Context: an optimization exercise on an open-source flow, tuned for small area, a short achievable clock period and few clock cycles per item. The choices shown serve that exercise and are no tape-out recipe. Only simulation tests tie the RTL to the original design; equivalence was not proved. No activity file was given, so power comes from the tool's default toggle rates.

`design/flow/standard.sh`:
```
#!/bin/bash
# synth_recipe.tcl (not shown) runs the flow's synth.tcl, then flattens the netlist and writes it again
# the make line also repeats each setting of config.mk as NAME=value (left out here)
make -C /OpenROAD-flow-scripts/flow DESIGN_CONFIG=/design/flow/config.mk WORK_HOME=/design/flow/orfs CLKGATE_MAP_FILE= SYNTH_SCRIPT=/design/flow/synth_recipe.tcl "${@:-finish}"
```
`design/flow/design.v`:
```
`default_nettype none
module huff_encoder #(
  parameter int SYM_W  = 5,
  parameter int LEN_W  = 6,
  parameter int CODE_W = 32
) (
  input  logic                            clk,
  input  logic                            rst,
  input  logic [LEN_W+SYM_W+CODE_W-1:0]   cb_data,
  input  logic                            cb_valid,
  output logic                            cb_ready,
  input  logic                            start,
  input  logic                            flush,
  input  logic [SYM_W-1:0]                sym_in,
  input  logic                            sym_valid,
  output logic                            sym_ready,
  output logic [CODE_W-1:0]               data_out,
  output logic                            out_valid,
  input  logic                            out_ready,
  output logic [LEN_W-1:0]                out_bits,
  output logic                            out_last,
  output logic                            busy,
  output logic                            err
);
  localparam int DEPTH = 1 << SYM_W;
  localparam int ENT_W = CODE_W + 1;
  localparam int RB_N  = 6;
  localparam int RB_W  = $clog2(RB_N);
  logic                r_busy;
  logic                r_enc;
  logic                w_idle;
  logic                r_cb_rdy;
  logic                r_sym_rdy;
  logic                r_flush;
  logic                r_err;
  logic [LEN_W-1:0]    w_cb_len;
  logic                w_cb_len_ok;
  logic                w_cb_fire;
  logic                r_cbw_v;
  logic [SYM_W-1:0]    r_cbw_sym;
  logic [ENT_W-1:0]    r_cbw_ent;
  logic [LEN_W-1:0]    w_cbw_len;
  logic [CODE_W-1:0]   w_cbw_code;
  logic [ENT_W-1:0]    w_cbw_ent;
  assign w_cb_len    = cb_data[LEN_W+SYM_W+CODE_W-1 -: LEN_W];
  assign w_cb_len_ok = (w_cb_len != '0) && (w_cb_len <= LEN_W'(CODE_W));
  assign w_idle      = !r_enc && !r_flush;
  assign w_cb_fire   = w_idle && cb_valid && !start;
  always_ff @(posedge clk or posedge rst) begin
    if (rst) begin
      r_cbw_v <= 1'b0;
    end else begin
      r_cbw_v <= w_cb_fire && w_cb_len_ok;
    end
  end
  assign w_cbw_len  = w_cb_len;
  assign w_cbw_code = cb_data[CODE_W-1:0];
  always_ff @(posedge clk) begin
    r_cbw_sym <= cb_data[SYM_W+CODE_W-1 -: SYM_W];
    r_cbw_ent <= w_cbw_ent;
  end
  always_comb begin
    for (int i = 0; i < ENT_W; i++) begin
      if (i == 0) begin
        w_cbw_ent[i] = (w_cbw_len == LEN_W'(CODE_W));
      end else begin
        w_cbw_ent[i] = ((LEN_W+1)'(i) >  (LEN_W+1)'(CODE_W) - {1'b0, w_cbw_len}) ? w_cbw_code[i-1] :
                       ((LEN_W+1)'(i) == (LEN_W+1)'(CODE_W) - {1'b0, w_cbw_len});
      end
    end
  end
  logic [DEPTH-1:0]    r_tbl_vld;
  logic [DEPTH-1:0][ENT_W-1:0] r_tbl;
  always_ff @(posedge clk or posedge rst) begin
    if (rst) begin
      r_tbl_vld <= '0;
    end else if (r_cbw_v) begin
      r_tbl_vld[r_cbw_sym] <= 1'b1;
    end
  end
  always_ff @(posedge clk) begin
    for (int i = 0; i < DEPTH; i++) begin
      if (r_cbw_v && (r_cbw_sym == SYM_W'(i))) begin
        r_tbl[i] <= r_cbw_ent;
      end
    end
  end
  logic                w_take;
  logic                w_issue;
  logic                w_squash;
  logic                w_commit;
  logic [SYM_W-1:0]    w_s1_sym;
  logic [RB_N-1:0][SYM_W-1:0] r_rb;
  logic [RB_W-1:0]     r_rb_wr;
  logic [RB_W-1:0]     r_rb_cm;
  logic [RB_W-1:0]     r_rb_is;
  logic                r_rep;
  function automatic logic [RB_W-1:0] f_rb_inc(input logic [RB_W-1:0] p);
    if (p == RB_W'(RB_N - 1)) begin
      f_rb_inc = '0;
    end else begin
      f_rb_inc = p + RB_W'(1);
    end
  endfunction
  assign w_take   = sym_valid && r_sym_rdy;
  assign w_issue  = r_rep && !out_valid && (r_rb_is != r_rb_wr);
  assign w_s1_sym = r_rep ? r_rb[r_rb_is] : sym_in;
  always_ff @(posedge clk) begin
    for (int i = 0; i < RB_N; i++) begin
      if (w_take && (r_rb_wr == RB_W'(i))) begin
        r_rb[i] <= sym_in;
      end
    end
  end
  logic                r_s1_v;
  logic [DEPTH-1:0]    r_s1_oh;
  logic                r_s2_v;
  logic                r_s2_hit;
  logic [ENT_W-1:0]    r_s2_ent;
  logic                r_s3_v;
  logic [CODE_W-1:0]   r_s3_code;
  logic [LEN_W-1:0]    r_s3_len;
  logic                r_s4_v;
  logic [CODE_W-1:0]   r_s4_rot;
  logic [LEN_W-1:0]    r_s4_pos;
  logic                r_s4_emit;
  logic [LEN_W-1:0]    r_pos;
  logic [CODE_W-1:0]   r_cur;
  logic [CODE_W-1:0]   r_od;
  logic [LEN_W-1:0]    r_ob;
  logic                r_ol;
  logic                r_ov;
  logic [ENT_W-1:0]    w_rd_ent;
  logic                w_rd_hit;
  always_comb begin
    w_rd_ent = '0;
    w_rd_hit = 1'b0;
    for (int i = 0; i < DEPTH; i++) begin
      w_rd_ent = w_rd_ent | ({ENT_W{r_s1_oh[i]}} & r_tbl[i]);
      w_rd_hit = w_rd_hit | (r_s1_oh[i] & r_tbl_vld[i]);
    end
  end
  logic [LEN_W-1:0]    w_len;
  always_comb begin
    w_len = '0;
    for (int i = ENT_W - 1; i >= 0; i--) begin
      if (r_s2_ent[i]) begin
        w_len = LEN_W'(CODE_W - i);
      end
    end
    if (!r_s2_hit) begin
      w_len = '0;
    end
  end
  logic [LEN_W:0]      w_pos_sum;
  logic                w_s3_emit;
  logic [LEN_W-1:0]    w_pos_nxt;
  logic [CODE_W-1:0]   w_rot;
  assign w_pos_sum = {1'b0, r_pos} + {1'b0, r_s3_len};
  assign w_s3_emit = (w_pos_sum > (LEN_W+1)'(CODE_W));
  assign w_pos_nxt = w_s3_emit ? LEN_W'(w_pos_sum - (LEN_W+1)'(CODE_W)) : LEN_W'(w_pos_sum);
  assign w_rot     = CODE_W'({r_s3_code, r_s3_code} >> r_pos[LEN_W-2:0]);
  logic [CODE_W-1:0]   w_take_rot;
  logic [CODE_W-1:0]   w_word;
  logic [CODE_W-1:0]   w_keep;
  logic                w_out_free;
  logic                w_final;
  logic                w_pipe_empty;
  always_comb begin
    for (int i = 0; i < CODE_W; i++) begin
      w_take_rot[i] = ((LEN_W+1)'(CODE_W - 1 - i) >= {1'b0, r_s4_pos});
      w_keep[i]     = ((LEN_W+1)'(CODE_W - 1 - i) <  {1'b0, r_pos});
    end
  end
  assign w_word       = (w_take_rot & r_s4_rot) | (~w_take_rot & r_cur);
  assign w_out_free   = !r_ov || out_ready;
  assign w_squash     = r_s4_v && r_s4_emit && !w_out_free;
  assign w_commit     = r_s4_v && !w_squash;
  assign w_pipe_empty = !r_s1_v && !r_s2_v && !r_s3_v && !r_s4_v && !r_rep;
  assign w_final      = r_flush && w_pipe_empty && w_out_free && (r_pos != '0);
  logic                w_rep_nxt;
  logic                w_busy_nxt;
  logic                w_enc_nxt;
  logic                w_flush_nxt;
  always_comb begin
    w_rep_nxt = r_rep;
    if (w_squash) begin
      w_rep_nxt = 1'b1;
    end else if (w_issue && (f_rb_inc(r_rb_is) == r_rb_wr)) begin
      w_rep_nxt = 1'b0;
    end
  end
  always_comb begin
    w_enc_nxt   = r_enc;
    w_flush_nxt = r_flush;
    if (w_idle) begin
      if (start) begin
        w_enc_nxt = 1'b1;
      end
    end else if (r_enc) begin
      if (flush) begin
        w_enc_nxt   = 1'b0;
        w_flush_nxt = 1'b1;
      end
    end else begin
      if ((r_ov && out_ready && r_ol) ||
          (w_pipe_empty && !r_ov && (r_pos == '0))) begin
        w_flush_nxt = 1'b0;
      end
    end
  end
  assign w_busy_nxt = w_enc_nxt || w_flush_nxt;
  always_ff @(posedge clk or posedge rst) begin
    if (rst) begin
      r_busy    <= 1'b0;
      r_enc     <= 1'b0;
      r_cb_rdy  <= 1'b1;
      r_sym_rdy <= 1'b0;
      r_flush   <= 1'b0;
      r_rep     <= 1'b0;
      r_s1_v    <= 1'b0;
      r_s2_v    <= 1'b0;
      r_s3_v    <= 1'b0;
      r_s4_v    <= 1'b0;
      r_ov      <= 1'b0;
    end else begin
      r_busy    <= w_busy_nxt;
      r_enc     <= w_enc_nxt;
      r_cb_rdy  <= !w_busy_nxt;
      r_sym_rdy <= w_enc_nxt && !w_rep_nxt;
      r_flush   <= w_flush_nxt;
      r_rep     <= w_rep_nxt;
      r_s1_v    <= !w_squash && (w_take || w_issue);
      r_s2_v    <= !w_squash && r_s1_v;
      r_s3_v    <= !w_squash && r_s2_v;
      r_s4_v    <= !w_squash && r_s3_v;
      if (w_commit && r_s4_emit) begin
        r_ov <= 1'b1;
      end else if (w_final) begin
        r_ov <= 1'b1;
      end else if (out_ready) begin
        r_ov <= 1'b0;
      end
    end
  end
  always_ff @(posedge clk or posedge rst) begin
    if (rst) begin
      r_err <= 1'b0;
    end else begin
      if (w_idle && start) begin
        r_err <= 1'b0;
      end else if (w_cb_fire && !w_cb_len_ok) begin
        r_err <= 1'b1;
      end else if (r_s2_v && !r_s2_hit) begin
        r_err <= 1'b1;
      end
    end
  end
  always_ff @(posedge clk) begin
    if (w_idle) begin
      r_rb_wr <= '0;
      r_rb_cm <= '0;
      r_rb_is <= '0;
    end else begin
      if (w_take) begin
        r_rb_wr <= f_rb_inc(r_rb_wr);
      end
      if (w_commit) begin
        r_rb_cm <= f_rb_inc(r_rb_cm);
      end
      if (w_squash) begin
        r_rb_is <= r_rb_cm;
      end else if (w_issue) begin
        r_rb_is <= f_rb_inc(r_rb_is);
      end
    end
  end
  always_ff @(posedge clk) begin
    for (int i = 0; i < DEPTH; i++) begin
      r_s1_oh[i] <= (w_s1_sym == SYM_W'(i));
    end
    r_s2_ent  <= w_rd_ent;
    r_s2_hit  <= w_rd_hit;
    r_s3_code <= r_s2_ent[ENT_W-1:1];
    r_s3_len  <= w_len;
    r_s4_rot  <= w_rot;
    r_s4_pos  <= r_pos;
    r_s4_emit <= w_s3_emit;
    if (w_idle) begin
      r_pos <= '0;
    end else if (w_squash) begin
      r_pos <= r_s4_pos;
    end else if (w_final) begin
      r_pos <= '0;
    end else if (r_s3_v) begin
      r_pos <= w_pos_nxt;
    end
    if (w_commit) begin
      r_cur <= (w_take_rot | {CODE_W{r_s4_emit}}) & r_s4_rot |
               ~(w_take_rot | {CODE_W{r_s4_emit}}) & r_cur;
    end
    if (w_commit && r_s4_emit) begin
      r_od <= w_word;
      r_ob <= LEN_W'(CODE_W);
      r_ol <= 1'b0;
    end else if (w_final) begin
      r_od <= r_cur & w_keep;
      r_ob <= r_pos;
      r_ol <= 1'b1;
    end
  end
  assign cb_ready  = r_cb_rdy;
  assign sym_ready = r_sym_rdy;
  assign data_out  = r_od;
  assign out_valid = r_ov;
  assign out_bits  = r_ob;
  assign out_last  = r_ol;
  assign busy      = r_busy;
  assign err       = r_err;
endmodule
`default_nettype wire
```
`design/flow/constraint.sdc`:
```
create_clock -name core_clock -period 7.0 [get_ports {clk}]
set_input_delay 1.4000 -clock core_clock [delete_from_list [all_inputs] [get_ports {clk}]]
set_output_delay 1.4000 -clock core_clock [all_outputs]
set_load 0.01 [all_outputs]
```
`design/flow/config.mk`:
```
export PLATFORM = sky130hd
export DESIGN_NAME = huff_encoder
export DESIGN_NICKNAME = huff_encoder
export VERILOG_FILES = /design/flow/design.v
export SDC_FILE = /design/flow/constraint.sdc
export NUM_CORES = 4
export LEC_CHECK = 0
export CAP_MARGIN = 20
export CORE_MARGIN = 2
export CORE_UTILIZATION = 68
export CTS_BUF_LIST = sky130_fd_sc_hd__clkbuf_16
export CTS_CLUSTER_DIAMETER = 80
export CTS_CLUSTER_SIZE = 32
export SETUP_SLACK_MARGIN = 4.45
export SLEW_MARGIN = 20
export TNS_END_PERCENT = 100
```
`design/flow/flow/run.sh`:
```
#!/bin/bash
set -euo pipefail
export BUFFER_PORTS_ARGS="-buffer_cell sky130_fd_sc_hd__buf_2"
bash standard.sh > standard_flow.log 2>&1
```
==> results.txt, run 1 <==
# TYPE chip_impl_metric gauge
chip_impl_metric{name="detailedRoute.firstIterationViolations",unit=""} 6057
chip_impl_metric{name="ys_seq_area_frac",unit=""} 0.762
chip_impl_metric{name="wl_per_cell",unit="um"} 36.7
chip_impl_info{name="worst-setup-path-type",value="register to primary output"} 1
chip_impl_metric{name="peak_ir_drop_on_the_vdd_network",unit="mV"} 0.244
chip_impl_metric{name="whs",unit="ns"} 0.354
chip_impl_metric{name="clock.fmax",unit="MHz"} 372
chip_impl_metric{name="final_max_slew_viol_count",unit=""} 0
chip_impl_metric{name="crit_arrival",unit="ns"} 1.29
chip_impl_metric{name="initial_utilization",unit=""} 0.686
chip_impl_metric{name="finalWeightedCongestion",unit=""} 0.939
chip_impl_metric{name="clk_path_buf_depth",unit=""} 3
chip_impl_metric{name="floorplan.io_pins",unit=""} 99
chip_impl_info{name="setup.worst_path.end_class",value="primary output"} 1
chip_impl_info{name="critical-path-top-delay-family",value="flip-flops"} 1
chip_impl_metric{name="final-hold-violation-count",unit=""} 0
chip_impl_metric{name="area_delta_synth_final",unit="%"} 7.75
chip_impl_metric{name="nNetsFinal",unit=""} 3378
chip_impl_metric{name="grt.overflow.total",unit=""} 0
chip_impl_metric{name="dieWidth",unit="um"} 281
chip_impl_metric{name="cts_made_buffers",unit=""} 52
chip_impl_metric{name="netSwitchingFraction",unit=""} 0.267
chip_impl_info{name="crit-reg2reg-capture",value="r_tbl[773]"} 1
chip_impl_metric{name="final.setup.worst_slack",unit="ns"} 4.31
chip_impl_metric{name="antenna_found_initial",unit=""} 8
chip_impl_metric{name="p_seq_frac",unit=""} 0.626
chip_impl_metric{name="clkSinkCount",unit=""} 1398
chip_impl_metric{name="grt.total_usage",unit=""} 0.408
chip_impl_metric{name="synth.yosys.warnings",unit=""} 1
chip_impl_metric{name="timing.max_slew.rel_slack",unit=""} 0.218
chip_impl_metric{name="worst_max_slew_pin_slew",unit="ns"} 1.17
chip_impl_metric{name="postRouteWirelength",unit="um"} 161000
chip_impl_metric{name="whs_path_depth",unit=""} 0
chip_impl_metric{name="synth-seq-cells",unit=""} 1398
chip_impl_info{name="min_delay_worst_endpoint",value="r_s3_code[31]"} 1
chip_impl_metric{name="ff2ff_setup_slack",unit="ns"} 4.49
chip_impl_metric{name="grt_pass1_wl",unit="um"} 224000
chip_impl_metric{name="worst_path_largest_cell_delay",unit="ns"} 0.54
chip_impl_info{name="synth_ff_type",value="sky130_fd_sc_hd__edfxtp_1"} 1
chip_impl_metric{name="drt_pass1_iterations",unit=""} 8
chip_impl_metric{name="final-setup-viol-count",unit=""} 0
chip_impl_info{name="cp_slowest_cell",value="sky130_fd_sc_hd__dfstp_2"} 1
chip_impl_metric{name="net-switching-power",unit="mW"} 4.33
chip_impl_metric{name="grt_pass1_vias",unit=""} 31200
chip_impl_metric{name="power.static_leakage",unit="nW"} 18.1
chip_impl_info{name="unrepaired_setup_endpoints_after_global_routing",value="true"} 1
chip_impl_metric{name="reg2reg_depth",unit=""} 4
chip_impl_info{name="outcome",value="complete, no violations"} 1
chip_impl_metric{name="clkLatencyLatePin",unit="ns"} 0.69
chip_impl_info{name="tritoncts",value="built"} 1
chip_impl_metric{name="syn_area_per_cell",unit="um^2"} 15.9
chip_impl_metric{name="power_report.internal_total",unit="mW"} 11.9
chip_impl_metric{name="finalPower",unit="mW"} 16.2
chip_impl_metric{name="core-area",unit="um^2"} 75900
chip_impl_info{name="r2r_start",value="r_cbw_sym[1]"} 1
chip_impl_metric{name="synthDistinctLibCells",unit=""} 72
chip_impl_metric{name="drv.max_cap_violation_count",unit=""} 0
chip_impl_metric{name="post_synth_instance_area",unit="um^2"} 52100
chip_impl_metric{name="hpwl",unit="um"} 81000
chip_impl_metric{name="timing.clock.skew",unit="ns"} 0.0265
chip_impl_metric{name="route.vias.total",unit=""} 33000
chip_impl_metric{name="die-area",unit="um^2"} 78900
chip_impl_metric{name="die_ht",unit="um"} 281
chip_impl_metric{name="setup-tns-final",unit="ns"} 0
chip_impl_info{name="hold_path_startpoint",value="r_s2_ent[32]"} 1
chip_impl_metric{name="htree_levels",unit=""} 2
chip_impl_info{name="clock_tree.root_cell",value="sky130_fd_sc_hd__clkbuf_16"} 1
chip_impl_metric{name="detail_route.vias_per_cell",unit=""} 7.54
chip_impl_metric{name="post_synth_inst_count",unit=""} 3279
chip_impl_metric{name="synth-async-reset-ratio",unit=""} 0.0322
chip_impl_metric{name="crit_path_required_time",unit="ns"} 5.60
chip_impl_metric{name="power_per_cell_area",unit="nW/um^2"} 289
chip_impl_metric{name="power_frac_clock",unit=""} 0.244
chip_impl_metric{name="synth_enable_flop_cells",unit=""} 1150
chip_impl_metric{name="drc",unit=""} 0
chip_impl_info{name="setup.worst_path.start_class",value="register"} 1
chip_impl_metric{name="grt_start_max_net_pins",unit=""} 52
chip_impl_metric{name="period_share",unit=""} 0.384
chip_impl_info{name="worst_hold_path_type",value="register to register"} 1
chip_impl_metric{name="drive_above_1_share",unit=""} 0.142
chip_impl_metric{name="combinationalPowerShare",unit=""} 0.130
chip_impl_metric{name="worst_path_buffer_plus_inverter_count",unit=""} 1
chip_impl_metric{name="port-buffer-count",unit=""} 98
chip_impl_metric{name="row_count",unit=""} 101
chip_impl_metric{name="synth.net_count",unit=""} 3353
chip_impl_metric{name="cts.clk_slew.worst_paths",unit="ns"} 0.11
chip_impl_info{name="worstPathCellList",value="buf_6"} 1
chip_impl_metric{name="finalCriticalPeriod",unit="ns"} 2.69
chip_impl_metric{name="dp_worst_setup_slack",unit="ns"} 3.07
chip_impl_metric{name="worst-path-max-fanout",unit=""} 1
chip_impl_metric{name="cts_hold_buf",unit=""} 0
chip_impl_metric{name="antenna_left",unit=""} 0
-- metrics by stage --
stage | util | cells | cell area, um^2
after detailed placement | 0.712 | 4261 | 54000
after floorplan | - | 3279 | 52500
after global placement | 0.712 | 4261 | 54000
after CTS | 0.737 | 4373 | 56000
after global routing | 0.739 | 4379 | 56100
final | 0.739 | 4381 | 56100
-- flip-flops by register name (all words and copies together), names as in the netlist, 3 cells and up, named ones only --
register,count
r_tbl,1056
r_cbw_ent,33
r_s2_ent,33
r_od,32
r_s1_oh,32
r_s3_code,32
r_s4_rot,32
r_tbl_vld,32
r_rb,30
r_ob,6
r_pos,6
r_s3_len,6
r_s4_pos,6
r_cbw_sym,5
r_rb_cm,3
r_rb_is,3
r_rb_wr,3
-- routing by layer --
layer | wire length [um] | global-route usage | up-vias
met5 | 63 | 0 | -
met3 | 26200 | 0.124 | 609
met4 | 9260 | 0.202 | 8
met1 | 53700 | 0.548 | 16200
li1 | - | - | 13200
met2 | 71500 | 0.614 | 3054
-- logic make-up after synthesis --
group | share of synthesized area
flip-flops | 0.762
multiplexers | 0.0320
buffers and inverters | 0.0178
AND/OR/NAND/NOR | 0.0634
adder cells (fa/ha/maj) | 0.00471
XOR/XNOR | 0.00250
AO/OA/AOI/OAI | 0.117
-- worst reg2reg max path, cell delays in order (launching register included) --
cell and delay (ns):
sky130_fd_sc_hd__dfxtp_1 0.45, sky130_fd_sc_hd__ha_1 0.50, sky130_fd_sc_hd__nand3_1 0.41, sky130_fd_sc_hd__nor2_4 0.20, sky130_fd_sc_hd__buf_6 0.53
-- power groups by stage --
stage	clock (mW)	combinational [mW]	sequential, mW
3_3_place_gp	0	1.95	10.3
6_report	3.96	2.11	10.2
3_5_place_dp	0	1.99	10.3
2_1_floorplan	0	1.44	9.99
4_1_cts	3.94	2.05	10.1
5_1_grt	4.20	2.26	10.2
-- cell type report --
cell class / instances / area, um^2
flip-flops and latches: 1398 / 39800
fillers: 4594 / 19800
multi-input cells: 1643 / 12000
clock buffers: 53 / 1330
repair buffers: 182 / 1310
well taps: 1030 / 1290
clock inverters: 45 / 309
inverters: 26 / 109
diodes: 3 / 7.51
repair inverters: 1 / 5.00
-- cells in the mapped netlist, types with 13 or more instances --
master / n / share of area
sky130_fd_sc_hd__edfxtp_1: 1150 / 0.66
sky130_fd_sc_hd__a22oi_1: 565 / 0.081
sky130_fd_sc_hd__dfxtp_1: 203 / 0.078
sky130_fd_sc_hd__clkbuf_1: 186 / 0.013
sky130_fd_sc_hd__nor2_1: 162 / 0.012
sky130_fd_sc_hd__nand4_1: 138 / 0.017
sky130_fd_sc_hd__nand2_1: 128 / 0.0092
sky130_fd_sc_hd__o21ai_0: 81 / 0.0078
sky130_fd_sc_hd__a21oi_1: 70 / 0.0067
sky130_fd_sc_hd__mux2i_1: 54 / 0.010
sky130_fd_sc_hd__dfrtp_1: 44 / 0.021
sky130_fd_sc_hd__nand3_1: 42 / 0.0040
sky130_fd_sc_hd__mux4_2: 37 / 0.016
sky130_fd_sc_hd__or4_1: 37 / 0.0053
sky130_fd_sc_hd__nor3_1: 33 / 0.0032
sky130_fd_sc_hd__a21o_1: 26 / 0.0037
sky130_fd_sc_hd__inv_1: 26 / 0.0019
sky130_fd_sc_hd__mux2_2: 26 / 0.0056
sky130_fd_sc_hd__ha_1: 18 / 0.0043
sky130_fd_sc_hd__a31o_2: 17 / 0.0029
sky130_fd_sc_hd__nand2b_1: 16 / 0.0019
sky130_fd_sc_hd__and2_1: 14 / 0.0017
sky130_fd_sc_hd__buf_2: 14 / 0.0013
sky130_fd_sc_hd__nor2b_1: 13 / 0.0016
-- cell usage in the layout (no fill, tap or decap), types with 7 or more instances in the layout --
master / count
sky130_fd_sc_hd__o21bai_1: 8
sky130_fd_sc_hd__o21ai_0: 78
sky130_fd_sc_hd__buf_2: 89
sky130_fd_sc_hd__nand2b_1: 14
sky130_fd_sc_hd__a21o_1: 26
sky130_fd_sc_hd__a21oi_1: 67
sky130_fd_sc_hd__nor2_4: 32
sky130_fd_sc_hd__dfxtp_2: 45
sky130_fd_sc_hd__inv_1: 52
sky130_fd_sc_hd__ha_1: 17
sky130_fd_sc_hd__o22ai_1: 9
sky130_fd_sc_hd__mux4_2: 37
sky130_fd_sc_hd__a32o_1: 12
sky130_fd_sc_hd__or4_1: 36
sky130_fd_sc_hd__mux2_2: 26
sky130_fd_sc_hd__xor2_1: 7
sky130_fd_sc_hd__nand2_1: 123
sky130_fd_sc_hd__mux2i_1: 54
sky130_fd_sc_hd__nor2_1: 129
sky130_fd_sc_hd__o211ai_1: 8
sky130_fd_sc_hd__buf_4: 60
sky130_fd_sc_hd__dfxtp_1: 147
sky130_fd_sc_hd__dfrtp_1: 43
sky130_fd_sc_hd__and2_1: 11
sky130_fd_sc_hd__nor3_2: 7
sky130_fd_sc_hd__nand3_1: 41
sky130_fd_sc_hd__a31o_2: 17
sky130_fd_sc_hd__buf_6: 24
sky130_fd_sc_hd__clkbuf_16: 53
sky130_fd_sc_hd__dfxtp_4: 11
sky130_fd_sc_hd__o31ai_1: 8
sky130_fd_sc_hd__nand4_1: 138
sky130_fd_sc_hd__nor3_1: 24
sky130_fd_sc_hd__nor2b_1: 12
sky130_fd_sc_hd__and3_1: 9
sky130_fd_sc_hd__a22oi_1: 565
sky130_fd_sc_hd__edfxtp_1: 1150
-- worst max path at each step --
stage                     depth (start not counted)  slack, ns             to        start
after global placement                            5       3.12       register    out_ready
after global routing                              1       4.28       cb_ready     r_cb_rdy
after detailed placement                          5       3.07       register    out_ready
after floorplan                                  10       4.08  r_cbw_ent[30]  cb_data[37]
after CTS                                         1       4.29       cb_ready     r_cb_rdy
final                                             1       4.31       cb_ready     r_cb_rdy
-- repair_timing --
action | CTS | global route
setup buffers | 14 | 4
endpoints found under the setup margin | 595 | 353
gates resized for setup | 47 | 28
cloned | 0 | 1
pin swaps | 5 | 2
Testbench counts, summed over its fixed seeds: cycles 12,064, items 12,000.
==> run 2: changes to the inputs <==
==> design/flow/config.mk (replaced) <==
export PLATFORM = sky130hd
export DESIGN_NAME = huff_encoder
export DESIGN_NICKNAME = huff_encoder
export VERILOG_FILES = /design/flow/design.v
export SDC_FILE = /design/flow/constraint.sdc
export NUM_CORES = 4
export LEC_CHECK = 0
export CAP_MARGIN = 10
export CORE_MARGIN = 2
export CORE_UTILIZATION = 72
export CTS_BUF_LIST = sky130_fd_sc_hd__clkbuf_16
export CTS_CLUSTER_DIAMETER = 80
export CTS_CLUSTER_SIZE = 28
export SETUP_SLACK_MARGIN = 4.4
export SLEW_MARGIN = 10
export TNS_END_PERCENT = 100
==> results.txt, run 2 <==
# TYPE chip_impl_metric gauge
chip_impl_metric{name="detailedRoute.firstIterationViolations",unit=""} 6140
chip_impl_metric{name="worst_max_slew_pin_slew",unit="ns"} 1.28
chip_impl_metric{name="cts.clk_slew.worst_paths",unit="ns"} 0.11
chip_impl_info{name="setup.worst_path.start_class",value="register"} 1
chip_impl_metric{name="floorplan.io_pins",unit=""} 99
chip_impl_metric{name="antenna_found_initial",unit=""} 9
chip_impl_metric{name="die_ht",unit="um"} 273
chip_impl_info{name="cp_slowest_cell",value="sky130_fd_sc_hd__dfstp_2"} 1
chip_impl_info{name="biggest_area_consumer_among_synthesized_cells",value="sky130_fd_sc_hd__edfxtp_1"} 1
chip_impl_info{name="synth_ff_type",value="sky130_fd_sc_hd__edfxtp_1"} 1
chip_impl_metric{name="whs",unit="ns"} 0.385
chip_impl_metric{name="setup-tns-final",unit="ns"} 0
chip_impl_metric{name="crit_arrival",unit="ns"} 1.30
chip_impl_metric{name="end_of_flow_core_utilization",unit=""} 0.782
chip_impl_metric{name="antenna_left",unit=""} 0
chip_impl_info{name="most_instantiated_library_cell_after_synthesis",value="sky130_fd_sc_hd__edfxtp_1"} 1
chip_impl_metric{name="clkSinkCount",unit=""} 1398
chip_impl_metric{name="synth.yosys.warnings",unit=""} 1
chip_impl_metric{name="synth-seq-cells",unit=""} 1398
chip_impl_metric{name="largest_register_ffs",unit=""} 1056
chip_impl_info{name="largest_registers",value="r_tbl: 1056 flops, r_cbw_ent: 33 flops, r_s2_ent: 33 flops"} 1
chip_impl_metric{name="ys_seq_area_frac",unit=""} 0.762
chip_impl_metric{name="area_delta_synth_final",unit="%"} 7.53
chip_impl_info{name="tritoncts",value="built"} 1
chip_impl_metric{name="grt_pass1_wl",unit="um"} 221000
chip_impl_info{name="critical-path-top-delay-family",value="flip-flops"} 1
chip_impl_metric{name="final-hold-violation-count",unit=""} 0
chip_impl_metric{name="timing.max_slew.rel_slack",unit=""} 0.144
chip_impl_metric{name="finalCriticalPeriod",unit="ns"} 2.70
chip_impl_metric{name="die-area",unit="um^2"} 74500
chip_impl_metric{name="peak_ir_drop_on_the_vdd_network",unit="mV"} 0.251
chip_impl_metric{name="route.vias.total",unit=""} 33500
chip_impl_metric{name="cts_made_buffers",unit=""} 57
chip_impl_metric{name="synthDistinctLibCells",unit=""} 72
chip_impl_metric{name="hpwl",unit="um"} 80400
chip_impl_metric{name="finalWeightedCongestion",unit=""} 0.943
chip_impl_info{name="worstPathCellList",value="buf_6"} 1
chip_impl_metric{name="cts_hold_buf",unit=""} 0
chip_impl_info{name="unrepaired_setup_endpoints_after_global_routing",value="true"} 1
chip_impl_metric{name="worst_path_largest_cell_delay",unit="ns"} 0.54
chip_impl_metric{name="drv.max_cap_violation_count",unit=""} 0
chip_impl_metric{name="final_max_slew_viol_count",unit=""} 0
chip_impl_metric{name="synth-async-reset-ratio",unit=""} 0.0322
chip_impl_metric{name="clk_path_buf_depth",unit=""} 3
chip_impl_metric{name="core-area",unit="um^2"} 71600
chip_impl_info{name="synth.top_cells.by_area",value="sky130_fd_sc_hd__edfxtp_1, sky130_fd_sc_hd__a22oi_1, sky130_fd_sc_hd__dfxtp_1"} 1
chip_impl_metric{name="port-buffer-count",unit=""} 98
chip_impl_metric{name="postRouteWirelength",unit="um"} 158000
chip_impl_metric{name="clock.fmax",unit="MHz"} 371
chip_impl_metric{name="htree_levels",unit=""} 2
chip_impl_metric{name="final-setup-viol-count",unit=""} 0
chip_impl_metric{name="grt_start_max_net_pins",unit=""} 46
chip_impl_metric{name="post_synth_instance_area",unit="um^2"} 52100
chip_impl_metric{name="postPlaceCellArea",unit="um^2"} 53900
chip_impl_info{name="layout.cells.most_common_list",value="sky130_fd_sc_hd__edfxtp_1, sky130_fd_sc_hd__a22oi_1, sky130_fd_sc_hd__dfxtp_1"} 1
chip_impl_info{name="most_frequent_standard_cell_in_the_layout_excluding_fill_and_tap_cells",value="sky130_fd_sc_hd__edfxtp_1"} 1
chip_impl_metric{name="power_per_cell_area",unit="nW/um^2"} 290
chip_impl_metric{name="drt_pass1_iterations",unit=""} 8
chip_impl_metric{name="post-synth-top-area-fraction",unit=""} 0.663
chip_impl_metric{name="worst_path_buffer_plus_inverter_count",unit=""} 1
chip_impl_metric{name="worst-path-max-fanout",unit=""} 1
chip_impl_metric{name="drc",unit=""} 0
chip_impl_metric{name="initial_utilization",unit=""} 0.728
chip_impl_metric{name="detail_route.vias_per_cell",unit=""} 7.76
chip_impl_info{name="setup.worst_path.end_class",value="primary output"} 1
chip_impl_metric{name="grt_pass1_vias",unit=""} 31400
chip_impl_metric{name="syn_area_per_cell",unit="um^2"} 15.9
chip_impl_info{name="worst_hold_path_type",value="register to register"} 1
chip_impl_metric{name="dieWidth",unit="um"} 273
chip_impl_metric{name="synth.net_count",unit=""} 3353
chip_impl_metric{name="post_synth_inst_count",unit=""} 3279
chip_impl_metric{name="timing.clock.skew",unit="ns"} 0.0270
chip_impl_metric{name="drive_above_1_share",unit=""} 0.136
chip_impl_metric{name="period_share",unit=""} 0.385
chip_impl_metric{name="grt.total_usage",unit=""} 0.422
chip_impl_metric{name="wl_per_cell",unit="um"} 36.7
chip_impl_info{name="outcome",value="complete, no violations"} 1
chip_impl_info{name="clock_tree.root_cell",value="sky130_fd_sc_hd__clkbuf_16"} 1
chip_impl_metric{name="clkLatencyLatePin",unit="ns"} 0.69
chip_impl_info{name="worst-setup-path-type",value="register to primary output"} 1
chip_impl_metric{name="grt.overflow.total",unit=""} 0
chip_impl_metric{name="power.static_leakage",unit="nW"} 18.2
chip_impl_metric{name="nNetsFinal",unit=""} 3386
chip_impl_info{name="largest-register",value="r_tbl"} 1
chip_impl_info{name="ys_top_cells_by_count",value="sky130_fd_sc_hd__edfxtp_1, sky130_fd_sc_hd__a22oi_1, sky130_fd_sc_hd__dfxtp_1"} 1
chip_impl_metric{name="final_design_area_no_fill",unit="um^2"} 56000
chip_impl_metric{name="synth_enable_flop_cells",unit=""} 1150
chip_impl_metric{name="crit_path_required_time",unit="ns"} 5.60
chip_impl_metric{name="row_count",unit=""} 98
## run 2: cell families after synthesis
logic type,Yosys count,synth area share
flops,1398,0.762
compound gates,854,0.117
simple gates,639,0.0634
buf+inv,238,0.0178
mux,117,0.0320
fa+ha+maj,19,0.00471
xor+xnor,14,0.00250
## run 2: through the flow
| stage | setup slack [ns] | cells | power [mW] |
|---|---|---|---|
| 3_3_place_gp | 3.46 | 4186 | 12.2 |
| 4_1_cts | 4.29 | 4304 | 16.1 |
| 3_5_place_dp | 3.46 | 4186 | 12.3 |
| 6_report | 4.30 | 4313 | 16.2 |
| 5_1_grt | 4.28 | 4310 | 16.7 |
| 2_1_floorplan | 4.08 | 3279 | 11.4 |
## run 2: worst register-to-register path, stage by stage (launching register included)
cell	delay, ns
sky130_fd_sc_hd__dfxtp_1	0.70
sky130_fd_sc_hd__nand2b_2	0.35
sky130_fd_sc_hd__or2_2	0.43
sky130_fd_sc_hd__nor2_4	0.11
sky130_fd_sc_hd__buf_6	0.55
## run 2: final timing paths
kind	startpoint	end	slack, ns	cells after the start
worst max-delay path	r_cb_rdy	cb_ready	4.30	1
worst min-delay path	r_s2_ent[31]	r_s3_code[30]	0.39	0
worst max register to register	r_cbw_sym[3]	r_tbl[295]	4.44	4
worst min register to register	r_s2_ent[31]	r_s3_code[30]	0.39	0
max in group asynchronous	rst	r_ov	5.36	2
min in group asynchronous	rst	r_tbl_vld[24]	0.95	2
## run 2: power by group
part	total, mW	switching, mW	internal [mW]
logic	2.15	1.30	0.847
registers	10.1	0.571	9.54
clock network	3.98	2.42	1.56
## run 2: per-layer routing
layer | vias up | GRT usage | wire length, um
li1 | 13200 | - | -
met1 | 16200 | 0.579 | 51000
met2 | 3343 | 0.620 | 69700
met3 | 696 | 0.133 | 27200
met4 | 10 | 0.217 | 10200
met5 | - | 0 | 61
## run 2: final cells by class
cell class / instances / area [um^2]
Fill cell: 3944 / 15600
Clock inverter: 48 / 238
Tap cell: 950 / 1190
Antenna cell: 3 / 7.51
Clock buffer: 59 / 1480
Sequential cell: 1398 / 39800
Multi-Input combinational cell: 1643 / 11900
Inverter: 26 / 105
Timing Repair Buffer: 186 / 1300
## run 2: what timing repair did
item,4_1_cts,5_1_grt
pin swaps,4,4
setup buffers,11,6
setup endpoints to repair,203,577
resized for setup,16,36
==> run 3: changes to the inputs <==
==> design/flow/config.mk (replaced) <==
export PLATFORM = sky130hd
export DESIGN_NAME = huff_encoder
export DESIGN_NICKNAME = huff_encoder
export VERILOG_FILES = /design/flow/design.v
export SDC_FILE = /design/flow/constraint.sdc
export NUM_CORES = 4
export LEC_CHECK = 0
export CAP_MARGIN = 5
export CORE_MARGIN = 2
export CORE_UTILIZATION = 65
export CTS_BUF_LIST = sky130_fd_sc_hd__clkbuf_16
export CTS_CLUSTER_DIAMETER = 80
export CTS_CLUSTER_SIZE = 32
export SETUP_SLACK_MARGIN = 4.4
export SLEW_MARGIN = 5
export TNS_END_PERCENT = 100
==> results.txt, run 3 <==
# TYPE chip_impl_metric gauge
chip_impl_info{name="outcome",value="complete, no violations"} 1
chip_impl_metric{name="cts.clk_slew.worst_paths",unit="ns"} 0.12
chip_impl_metric{name="worst-path-max-fanout",unit=""} 1
chip_impl_info{name="worst-setup-path-type",value="register to primary output"} 1
chip_impl_metric{name="ys_seq_area_frac",unit=""} 0.762
chip_impl_metric{name="antenna_left",unit=""} 0
chip_impl_metric{name="largest_register_ffs",unit=""} 1056
chip_impl_metric{name="synth_enable_flop_cells",unit=""} 1150
chip_impl_metric{name="die-area",unit="um^2"} 82400
chip_impl_metric{name="final-hold-violation-count",unit=""} 0
chip_impl_metric{name="clkSinkCount",unit=""} 1398
chip_impl_metric{name="synth-async-reset-ratio",unit=""} 0.0322
chip_impl_metric{name="post_synth_inst_count",unit=""} 3279
chip_impl_metric{name="multiplexer_fraction_of_the_synthesized_cell_area",unit=""} 0.0320
chip_impl_metric{name="worst_path_largest_cell_delay",unit="ns"} 0.54
chip_impl_metric{name="postRouteWirelength",unit="um"} 161000
chip_impl_metric{name="synth.net_count",unit=""} 3353
chip_impl_metric{name="peak_ir_drop_on_the_vdd_network",unit="mV"} 0.323
chip_impl_info{name="largest_registers",value="r_tbl: 1056 flops, r_cbw_ent: 33 flops, r_s2_ent: 33 flops"} 1
chip_impl_info{name="most_frequent_standard_cell_in_the_layout_excluding_fill_and_tap_cells",value="sky130_fd_sc_hd__edfxtp_1"} 1
chip_impl_metric{name="whs_path_depth",unit=""} 0
chip_impl_metric{name="wl_per_cell",unit="um"} 36.6
chip_impl_metric{name="final-instance-count-excl-fill",unit=""} 4401
chip_impl_info{name="clock_tree.root_cell",value="sky130_fd_sc_hd__clkbuf_16"} 1
chip_impl_metric{name="clkLatencyLatePin",unit="ns"} 0.68
chip_impl_metric{name="crit_arrival",unit="ns"} 1.28
chip_impl_metric{name="ff2ff_setup_slack",unit="ns"} 4.45
chip_impl_info{name="synth_ff_type",value="sky130_fd_sc_hd__edfxtp_1"} 1
chip_impl_info{name="tritoncts",value="built"} 1
chip_impl_metric{name="core-area",unit="um^2"} 79100
chip_impl_info{name="cp_slowest_cell",value="sky130_fd_sc_hd__dfstp_2"} 1
chip_impl_info{name="r2r_start",value="r_cbw_v"} 1
chip_impl_metric{name="synth_xor_xnor_area_share",unit=""} 0.00250
chip_impl_metric{name="post_synth_instance_area",unit="um^2"} 52100
chip_impl_metric{name="power_per_cell_area",unit="nW/um^2"} 289
chip_impl_info{name="ys_top_cells_by_count",value="sky130_fd_sc_hd__edfxtp_1, sky130_fd_sc_hd__a22oi_1, sky130_fd_sc_hd__dfxtp_1"} 1
chip_impl_metric{name="initial_utilization",unit=""} 0.658
chip_impl_metric{name="grt.overflow.total",unit=""} 0
chip_impl_metric{name="synthSimpleGateAreaFrac",unit=""} 0.0634
chip_impl_metric{name="final-setup-viol-count",unit=""} 0
chip_impl_metric{name="cts_hold_buf",unit=""} 0
chip_impl_info{name="min_delay_worst_endpoint",value="r_s3_code[31]"} 1
chip_impl_metric{name="synth.yosys.warnings",unit=""} 1
chip_impl_metric{name="synthesized_area_fraction_occupied_by_ao_oa_aoi_and_oai_cells",unit=""} 0.117
chip_impl_metric{name="dieWidth",unit="um"} 287
chip_impl_metric{name="syn_area_per_cell",unit="um^2"} 15.9
chip_impl_metric{name="drv.max_cap_violation_count",unit=""} 0
chip_impl_metric{name="die_ht",unit="um"} 287
chip_impl_metric{name="dp_cells",unit=""} 4276
chip_impl_info{name="most_instantiated_library_cell_after_synthesis",value="sky130_fd_sc_hd__edfxtp_1"} 1
chip_impl_metric{name="post-synth-top-area-fraction",unit=""} 0.663
chip_impl_metric{name="grt_start_max_net_pins",unit=""} 52
chip_impl_info{name="setup.worst_path.end_class",value="primary output"} 1
chip_impl_metric{name="crit_path_required_time",unit="ns"} 5.60
chip_impl_info{name="setup.worst_path.start_class",value="register"} 1
chip_impl_metric{name="clk_path_buf_depth",unit=""} 3
chip_impl_metric{name="power.static_leakage",unit="nW"} 18.1
chip_impl_metric{name="reg2reg_depth",unit=""} 4
chip_impl_info{name="unrepaired_setup_endpoints_after_global_routing",value="true"} 1
chip_impl_info{name="crit-reg2reg-capture",value="r_tbl[90]"} 1
chip_impl_metric{name="synthDistinctLibCells",unit=""} 72
chip_impl_info{name="largest-register",value="r_tbl"} 1
chip_impl_metric{name="final_max_slew_viol_count",unit=""} 0
chip_impl_metric{name="nNetsFinal",unit=""} 3376
chip_impl_info{name="worstPathCellList",value="buf_6"} 1
chip_impl_metric{name="antenna_found_initial",unit=""} 5
chip_impl_metric{name="detail_route.vias_per_cell",unit=""} 7.45
chip_impl_metric{name="finalWeightedCongestion",unit=""} 0.932
chip_impl_metric{name="drive_above_1_share",unit=""} 0.135
chip_impl_metric{name="timing.clock.skew",unit="ns"} 0.0343
chip_impl_metric{name="htree_levels",unit=""} 2
chip_impl_metric{name="detailedRoute.firstIterationViolations",unit=""} 5733
chip_impl_metric{name="drt_pass1_iterations",unit=""} 6
chip_impl_metric{name="clock.fmax",unit="MHz"} 374
chip_impl_metric{name="adder_cell_share_of_the_synthesized_area",unit=""} 0.00471
chip_impl_metric{name="synth-seq-cells",unit=""} 1398
chip_impl_metric{name="grt_pass1_vias",unit=""} 30700
chip_impl_metric{name="period_share",unit=""} 0.382
chip_impl_metric{name="cts_made_buffers",unit=""} 53
chip_impl_metric{name="hpwl",unit="um"} 82300
chip_impl_info{name="critical-path-top-delay-family",value="flip-flops"} 1
chip_impl_metric{name="finalCriticalPeriod",unit="ns"} 2.68
chip_impl_metric{name="timing.max_slew.rel_slack",unit=""} 0.0996
chip_impl_metric{name="crit_cells",unit=""} 1
chip_impl_metric{name="row_count",unit=""} 103
chip_impl_info{name="worst_hold_path_type",value="register to register"} 1
chip_impl_info{name="layout.cells.most_common_list",value="sky130_fd_sc_hd__edfxtp_1, sky130_fd_sc_hd__a22oi_1, sky130_fd_sc_hd__dfxtp_1"} 1
chip_impl_metric{name="grt_pass1_wl",unit="um"} 224000
chip_impl_info{name="synth.top_cells.by_area",value="sky130_fd_sc_hd__edfxtp_1, sky130_fd_sc_hd__a22oi_1, sky130_fd_sc_hd__dfxtp_1"} 1
chip_impl_metric{name="area_delta_synth_final",unit="%"} 7.64
chip_impl_info{name="biggest_area_consumer_among_synthesized_cells",value="sky130_fd_sc_hd__edfxtp_1"} 1
chip_impl_metric{name="worst_path_buffer_plus_inverter_count",unit=""} 1
chip_impl_metric{name="setup-tns-final",unit="ns"} 0
chip_impl_metric{name="route.vias.total",unit=""} 32800
chip_impl_info{name="hold_path_startpoint",value="r_s2_ent[32]"} 1
chip_impl_metric{name="port-buffer-count",unit=""} 98
chip_impl_metric{name="fillCellCount",unit=""} 5050
chip_impl_info{name="combinational_family_with_the_most_area_after_synthesis",value="compound AO/OA/AOI/OAI gates"} 1
chip_impl_metric{name="drc",unit=""} 0
chip_impl_metric{name="floorplan.io_pins",unit=""} 99
chip_impl_metric{name="grt.total_usage",unit=""} 0.390
chip_impl_metric{name="worst_max_slew_pin_slew",unit="ns"} 1.35
-- run 3: cell counts after synthesis --
No cell type changed its count.
-- run 3: layout make-up --
type                            count  area [um^2]  share of cell area
Multi-Input combinational cell   1643        11900               0.213
Timing Repair Buffer              180         1240              0.0222
Clock inverter                     44          275             0.00491
Antenna cell                        4         10.0            0.000178
Tap cell                         1050         1310              0.0234
Inverter                           26          105             0.00187
Clock buffer                       56         1400              0.0250
Sequential cell                  1398        39800               0.710
-- run 3: layer usage --
metal  vias to the layer above  global-route usage  wire [um]
met4                         6               0.167       8560
met2                      2884               0.592      72100
met1                     16200               0.540      55500
met3                       528               0.105      24600
met5                         -                   0         40
li1                      13200                   -          -
-- run 3: cell families (layout without fill, tap and decap cells) --
kind of cell             Yosys count  count (layout)
multiplexers                     117             117
XOR/XNOR                          14              14
other                              0               4
buffers and inverters            238             306
adder cells (fa/ha/maj)           19              19
flip-flops                      1398            1398
AND/OR/NAND/NOR                  639             639
AO/OA/AOI/OAI                    854             854
-- run 3: repair_timing --
item,4_1_cts,5_1_grt
hold endpoints to repair,0,0
resized for setup,25,25
setup buffers,15,6
pin swaps,8,3
setup endpoints to repair,335,404
-- run 3: report_power, final --
group / total (mW) / switching, mW / internal, mW
Combinational: 2.06 / 1.23 / 0.831
Sequential: 10.2 / 0.634 / 9.54
Clock: 3.97 / 2.45 / 1.52
Total: 16.2 / 4.32 / 11.9
-- run 3: worst max-delay path by stage --
stage / start / to / slack, ns
floorplan: cb_data[37] / r_cbw_ent[30] / 4.08
global route: r_cb_rdy / cb_ready / 4.28
detailed placement: out_ready / register / 3.10
finish: r_cb_rdy / cb_ready / 4.32
global placement: out_ready / register / 3.15
CTS: r_od[16] / data_out[16] / 4.30
-- run 3: through the flow --
stage	cell area (um^2)	power (mW)	hold WS [ns]	utilization	worst slack, ns
after detailed placement	54000	12.3	0.372	0.683	3.10
final	56100	16.2	0.384	0.709	4.32
after global routing	56100	16.7	0.379	0.709	4.28
after global placement	54000	12.2	0.367	0.683	3.15
after floorplan	52400	11.4	0.310	-	4.08
after CTS	55900	16.1	0.378	0.707	4.30
==> run 4: changes to the inputs <==
--- a/design/flow/design.v
+++ b/design/flow/design.v
@@ -24,7 +24,7 @@
 );
   localparam int DEPTH = 1 << SYM_W;
   localparam int ENT_W = CODE_W + 1;
-  localparam int RB_N  = 6;
+  localparam int RB_N  = 5;
   localparam int RB_W  = $clog2(RB_N);
   logic                r_busy;
   logic                r_enc;
@@ -120,10 +120,6 @@
   logic                r_s3_v;
   logic [CODE_W-1:0]   r_s3_code;
   logic [LEN_W-1:0]    r_s3_len;
-  logic                r_s4_v;
-  logic [CODE_W-1:0]   r_s4_rot;
-  logic [LEN_W-1:0]    r_s4_pos;
-  logic                r_s4_emit;
   logic [LEN_W-1:0]    r_pos;
   logic [CODE_W-1:0]   r_cur;
   logic [CODE_W-1:0]   r_od;
@@ -168,15 +164,15 @@
   logic                w_pipe_empty;
   always_comb begin
     for (int i = 0; i < CODE_W; i++) begin
-      w_take_rot[i] = ((LEN_W+1)'(CODE_W - 1 - i) >= {1'b0, r_s4_pos});
-      w_keep[i]     = ((LEN_W+1)'(CODE_W - 1 - i) <  {1'b0, r_pos});
+      w_take_rot[i] = ((LEN_W+1)'(CODE_W - 1 - i) >= {1'b0, r_pos});
+      w_keep[i]     = !w_take_rot[i];
     end
   end
-  assign w_word       = (w_take_rot & r_s4_rot) | (~w_take_rot & r_cur);
+  assign w_word       = (w_take_rot & w_rot) | (~w_take_rot & r_cur);
   assign w_out_free   = !r_ov || out_ready;
-  assign w_squash     = r_s4_v && r_s4_emit && !w_out_free;
-  assign w_commit     = r_s4_v && !w_squash;
-  assign w_pipe_empty = !r_s1_v && !r_s2_v && !r_s3_v && !r_s4_v && !r_rep;
+  assign w_squash     = r_s3_v && w_s3_emit && !w_out_free;
+  assign w_commit     = r_s3_v && !w_squash;
+  assign w_pipe_empty = !r_s1_v && !r_s2_v && !r_s3_v && !r_rep;
   assign w_final      = r_flush && w_pipe_empty && w_out_free && (r_pos != '0);
   logic                w_rep_nxt;
   logic                w_busy_nxt;
@@ -221,7 +217,6 @@
       r_s1_v    <= 1'b0;
       r_s2_v    <= 1'b0;
       r_s3_v    <= 1'b0;
-      r_s4_v    <= 1'b0;
       r_ov      <= 1'b0;
     end else begin
       r_busy    <= w_busy_nxt;
@@ -233,8 +228,7 @@
       r_s1_v    <= !w_squash && (w_take || w_issue);
       r_s2_v    <= !w_squash && r_s1_v;
       r_s3_v    <= !w_squash && r_s2_v;
-      r_s4_v    <= !w_squash && r_s3_v;
-      if (w_commit && r_s4_emit) begin
+      if (w_commit && w_s3_emit) begin
         r_ov <= 1'b1;
       end else if (w_final) begin
         r_ov <= 1'b1;
@@ -283,23 +277,18 @@
     r_s2_hit  <= w_rd_hit;
     r_s3_code <= r_s2_ent[ENT_W-1:1];
     r_s3_len  <= w_len;
-    r_s4_rot  <= w_rot;
-    r_s4_pos  <= r_pos;
-    r_s4_emit <= w_s3_emit;
     if (w_idle) begin
       r_pos <= '0;
-    end else if (w_squash) begin
-      r_pos <= r_s4_pos;
     end else if (w_final) begin
       r_pos <= '0;
-    end else if (r_s3_v) begin
+    end else if (w_commit) begin
       r_pos <= w_pos_nxt;
     end
     if (w_commit) begin
-      r_cur <= (w_take_rot | {CODE_W{r_s4_emit}}) & r_s4_rot |
-               ~(w_take_rot | {CODE_W{r_s4_emit}}) & r_cur;
+      r_cur <= (w_take_rot | {CODE_W{w_s3_emit}}) & w_rot |
+               ~(w_take_rot | {CODE_W{w_s3_emit}}) & r_cur;
     end
-    if (w_commit && r_s4_emit) begin
+    if (w_commit && w_s3_emit) begin
       r_od <= w_word;
       r_ob <= LEN_W'(CODE_W);
       r_ol <= 1'b0;
--- a/design/flow/config.mk
+++ b/design/flow/config.mk
@@ -5,12 +5,12 @@
 export SDC_FILE = /design/flow/constraint.sdc
 export NUM_CORES = 4
 export LEC_CHECK = 0
-export CAP_MARGIN = 5
+export CAP_MARGIN = 20
 export CORE_MARGIN = 2
 export CORE_UTILIZATION = 65
 export CTS_BUF_LIST = sky130_fd_sc_hd__clkbuf_16
 export CTS_CLUSTER_DIAMETER = 80
 export CTS_CLUSTER_SIZE = 32
 export SETUP_SLACK_MARGIN = 4.4
-export SLEW_MARGIN = 5
+export SLEW_MARGIN = 20
 export TNS_END_PERCENT = 100
==> results.txt, run 4 <==
# TYPE chip_impl_metric gauge
chip_impl_metric{name="dieWidth",unit="um"} 285
chip_impl_metric{name="power_per_cell_area",unit="nW/um^2"} 331
chip_impl_info{name="hold_path_startpoint",value="r_s2_ent[32]"} 1
chip_impl_metric{name="finalWeightedCongestion",unit=""} 0.964
chip_impl_info{name="ys_top_cells_by_count",value="sky130_fd_sc_hd__edfxtp_1, sky130_fd_sc_hd__a22oi_1, sky130_fd_sc_hd__nor2_1"} 1
chip_impl_info{name="top_signal_layer_used",value="met5"} 1
chip_impl_metric{name="routed_length_on_met3",unit="um"} 26800
chip_impl_info{name="timing.critical_path.mode_cell",value="sky130_fd_sc_hd__buf_12"} 1
chip_impl_info{name="cp_slowest_cell",value="sky130_fd_sc_hd__or3b_4"} 1
chip_impl_metric{name="setup-tns-final",unit="ns"} 0
chip_impl_metric{name="clock.fmax",unit="MHz"} 347
chip_impl_metric{name="floorplan.io_pins",unit=""} 99
chip_impl_info{name="tritoncts",value="built"} 1
chip_impl_info{name="outcome",value="complete, no violations"} 1
chip_impl_metric{name="peak_ir_drop_on_the_vdd_network",unit="mV"} 0.366
chip_impl_metric{name="grt_pass1_wl",unit="um"} 236000
chip_impl_metric{name="final-hold-violation-count",unit=""} 0
chip_impl_metric{name="final_max_slew_viol_count",unit=""} 0
chip_impl_info{name="r2r_start",value="r_pos[1]"} 1
chip_impl_metric{name="die_ht",unit="um"} 285
chip_impl_info{name="biggest_area_consumer_among_synthesized_cells",value="sky130_fd_sc_hd__edfxtp_1"} 1
chip_impl_metric{name="crit_arrival",unit="ns"} 3.27
chip_impl_metric{name="detailedRoute.firstIterationViolations",unit=""} 6371
chip_impl_metric{name="wl_met1",unit="um"} 58100
chip_impl_metric{name="synth.net_count",unit=""} 3399
chip_impl_metric{name="core-area",unit="um^2"} 78700
chip_impl_metric{name="initial_utilization",unit=""} 0.654
chip_impl_info{name="most_instantiated_library_cell_after_synthesis",value="sky130_fd_sc_hd__edfxtp_1"} 1
chip_impl_metric{name="post-synth-top-area-fraction",unit=""} 0.668
chip_impl_metric{name="ys_seq_area_frac",unit=""} 0.753
chip_impl_metric{name="grt_start_max_net_pins",unit=""} 51
chip_impl_metric{name="cts.clk_slew.worst_paths",unit="ns"} 0.11
chip_impl_info{name="most_frequent_standard_cell_in_the_layout_excluding_fill_and_tap_cells",value="sky130_fd_sc_hd__edfxtp_1"} 1
chip_impl_info{name="unrepaired_setup_endpoints_after_global_routing",value="true"} 1
chip_impl_metric{name="finalPower",unit="mW"} 19.0
chip_impl_metric{name="drt_pass1_iterations",unit=""} 6
chip_impl_metric{name="synth_enable_flop_cells",unit=""} 1145
chip_impl_metric{name="crit_path_required_time",unit="ns"} 7.39
chip_impl_metric{name="cts_made_buffers",unit=""} 51
chip_impl_metric{name="area_delta_synth_final",unit="%"} 11.8
chip_impl_metric{name="postRouteWirelength",unit="um"} 171000
chip_impl_info{name="min_delay_worst_endpoint",value="r_s3_code[31]"} 1
chip_impl_metric{name="wl_met2",unit="um"} 76600
chip_impl_info{name="largest-register",value="r_tbl"} 1
chip_impl_info{name="worstPathCellList",value="buf_12, inv_16, fa_2, xnor2_2, or3b_4, o31ai_4, buf_12, a31oi_4, buf_6, buf_16, a21oi_4"} 1
chip_impl_metric{name="whs_path_depth",unit=""} 0
chip_impl_metric{name="hpwl",unit="um"} 86800
chip_impl_info{name="synth_ff_type",value="sky130_fd_sc_hd__edfxtp_1"} 1
chip_impl_metric{name="worst_max_slew_pin_slew",unit="ns"} 1.20
chip_impl_metric{name="worst_path_largest_cell_delay",unit="ns"} 0.42
chip_impl_metric{name="synthDistinctLibCells",unit=""} 89
chip_impl_metric{name="synth-seq-cells",unit=""} 1353
chip_impl_metric{name="grt.total_usage",unit=""} 0.413
chip_impl_info{name="largest_registers",value="r_tbl: 1056 flops, r_cbw_ent: 33 flops, r_s2_ent: 33 flops"} 1
chip_impl_metric{name="clkLatencyLatePin",unit="ns"} 0.69
chip_impl_metric{name="htree_levels",unit=""} 2
chip_impl_metric{name="post_synth_instance_area",unit="um^2"} 51500
chip_impl_metric{name="timing.max_slew.rel_slack",unit=""} 0.198
chip_impl_metric{name="reg2reg_depth",unit=""} 11
chip_impl_metric{name="largest_register_ffs",unit=""} 1056
chip_impl_metric{name="drc",unit=""} 0
chip_impl_metric{name="worst-path-max-fanout",unit=""} 6
chip_impl_metric{name="synth.yosys.warnings",unit=""} 1
chip_impl_info{name="worst-setup-path-type",value="register to register"} 1
chip_impl_info{name="setup.worst_path.end_class",value="register"} 1
chip_impl_metric{name="grt.overflow.total",unit=""} 0
chip_impl_info{name="layout.cells.most_common_list",value="sky130_fd_sc_hd__edfxtp_1, sky130_fd_sc_hd__a22oi_1, sky130_fd_sc_hd__nor2_1"} 1
chip_impl_metric{name="fillCellCount",unit=""} 4800
chip_impl_metric{name="wl_per_cell",unit="um"} 37.9
chip_impl_metric{name="antenna_found_initial",unit=""} 2
chip_impl_metric{name="clkSinkCount",unit=""} 1353
chip_impl_metric{name="drv.max_cap_violation_count",unit=""} 0
chip_impl_metric{name="post_synth_inst_count",unit=""} 3317
chip_impl_info{name="synth.top_cells.by_area",value="sky130_fd_sc_hd__edfxtp_1, sky130_fd_sc_hd__dfxtp_1, sky130_fd_sc_hd__a22oi_1"} 1
chip_impl_info{name="worst_hold_path_type",value="register to register"} 1
chip_impl_metric{name="timing.clock.skew",unit="ns"} 0.0362
chip_impl_metric{name="power.static_leakage",unit="nW"} 19.6
chip_impl_metric{name="die-area",unit="um^2"} 81500
chip_impl_metric{name="clk_path_buf_depth",unit=""} 3
chip_impl_metric{name="port-buffer-count",unit=""} 98
chip_impl_metric{name="finalCriticalPeriod",unit="ns"} 2.88
chip_impl_metric{name="row_count",unit=""} 103
chip_impl_metric{name="antenna_left",unit=""} 0
chip_impl_metric{name="period_share",unit=""} 0.412
chip_impl_metric{name="syn_area_per_cell",unit="um^2"} 15.5
chip_impl_metric{name="detail_route.vias_per_cell",unit=""} 7.52
chip_impl_metric{name="final-setup-viol-count",unit=""} 0
chip_impl_metric{name="grt_pass1_vias",unit=""} 32200
chip_impl_info{name="clock_tree.root_cell",value="sky130_fd_sc_hd__clkbuf_16"} 1
chip_impl_metric{name="drive_above_1_share",unit=""} 0.191
chip_impl_metric{name="ff2ff_setup_slack",unit="ns"} 4.12
chip_impl_metric{name="synth-async-reset-ratio",unit=""} 0.0325
chip_impl_info{name="setup.worst_path.start_class",value="register"} 1
chip_impl_metric{name="nNetsFinal",unit=""} 3512
chip_impl_metric{name="route.vias.total",unit=""} 34000
## run 4: cell types whose count changed after synthesis, moves of 25 or more
cell	delta
sky130_fd_sc_hd__a21oi_1	+25
sky130_fd_sc_hd__a221oi_1	+75
sky130_fd_sc_hd__dfxtp_1	-39
sky130_fd_sc_hd__nand3_1	+58
sky130_fd_sc_hd__o21ai_0	-28
sky130_fd_sc_hd__a22oi_1	-143
sky130_fd_sc_hd__nor2_1	+34
sky130_fd_sc_hd__inv_1	+26
sky130_fd_sc_hd__nand4_1	-66
sky130_fd_sc_hd__a22o_1	+77
## run 4: area by class of cell
class	count	area, um^2	area share
repair inverters	2	16.3	0.000283
clock inverters	41	263	0.00457
flip-flops and latches	1353	38800	0.675
clock buffers	53	1330	0.0230
multi-input cells	1706	13100	0.227
inverters	54	245	0.00426
well taps	1050	1310	0.0228
repair buffers	262	2460	0.0427
diodes	1	2.50	0.0000435
## run 4: stage by stage
step	hold WS, ns	util	area (um^2)	worst slack (ns)	instances
final	0.366	0.731	57600	4.12	4522
after global routing	0.365	0.731	57600	4.05	4521
after CTS	0.369	0.718	56600	4.11	4491
after detailed placement	0.348	0.680	53600	2.82	4333
after global placement	0.346	0.680	53600	2.95	4333
after floorplan	0.310	-	52000	3.86	3317
## run 4: power by group
| group | total (mW) | switching (mW) | leakage, nW | internal (mW) |
|---|---|---|---|---|
| clock | 3.82 | 2.38 | 0.862 | 1.44 |
| sequential | 9.93 | 0.561 | 12.7 | 9.37 |
| combinational | 5.28 | 3.24 | 5.99 | 2.04 |
## run 4: critical path: cells and delay by family (launching register included)
family          cells  cell delay [ns]
simple gates        1             0.42
fa+ha+maj           1             0.38
flops               1             0.38
compound gates      3             0.61
buf+inv             5             0.67
xor+xnor            1             0.15
## run 4: how the worst max path moves through the flow
stage                     startpoint  slack, ns    endpoint
final                       r_pos[1]       4.12    register
after floorplan             r_pos[1]       3.86     r_od[0]
after CTS                   r_pos[0]       4.11  r_rb_cm[2]
after global placement      r_pos[1]       2.95    r_od[11]
after detailed placement    r_pos[1]       2.82    r_od[14]
after global routing        r_pos[1]       4.05    register
## run 4: kinds of logic after synthesis
family | after synthesis | synth area share
buf+inv | 261 | 0.0210
compound gates | 906 | 0.130
mux | 101 | 0.0242
simple gates | 652 | 0.0617
xor+xnor | 17 | 0.00289
flops | 1353 | 0.753
fa+ha+maj | 27 | 0.00671
## run 4: repair_timing
action | in CTS | in global routing
hold buffers | 0 | 0
pin swaps | 22 | 42
endpoints found under the setup margin | 451 | 681
resized for setup | 132 | 130
gates cloned | 19 | 3
buffers inserted | 45 | 27
endpoints found under the hold margin | 0 | 0
## run 4: routing by layer
metal	vias up	global-route usage
met3	610	0.111
met2	3084	0.626
met5	-	0
met4	4	0.187
met1	16800	0.569
li1	13500	-
Testbench counts of run 4, summed over its fixed seeds: cycles 12,056, items 12,000.

re-timing with driven ports:
The flow's constraints put no driver on any port. The routed layouts listed below were extracted and timed again, unchanged, in two steps. Step 1 assumes that a clkbuf_16 drives the clock port and a buf_2 every other input. Step 2 moves the port delays by t, midway between the first and last clock arrival at a register: inputs arrive t later, outputs are due t later. That takes back most of the time a late clock gives input paths. a / b / c = no drivers / after step 1 / after step 2; a / b = the first two.
run	t, ns	setup WS [ns]	hold slack, ns	worst register clock-pin slew, ns	cell pins on the clock port's net
run 1	0.744	4.311 / 4.238 / 3.797	0.354 / 0.354 / 0.354	0.12 / 0.12	1
run 2	0.744	4.304 / 4.232 / 3.808	0.385 / 0.385 / 0.385	0.11 / 0.11	1
run 3	0.738	4.323 / 4.249 / 3.800	0.384 / 0.384 / 0.384	0.12 / 0.12	1
run 4	0.740	4.115 / 4.115 / 3.765	0.366 / 0.366 / 0.366	0.12 / 0.12	1
After both steps every run listed still meets setup and hold. For run 3, which loses most, drivers alone change the setup slack by -0.074 ns; drivers and shift together by -0.523 ns.
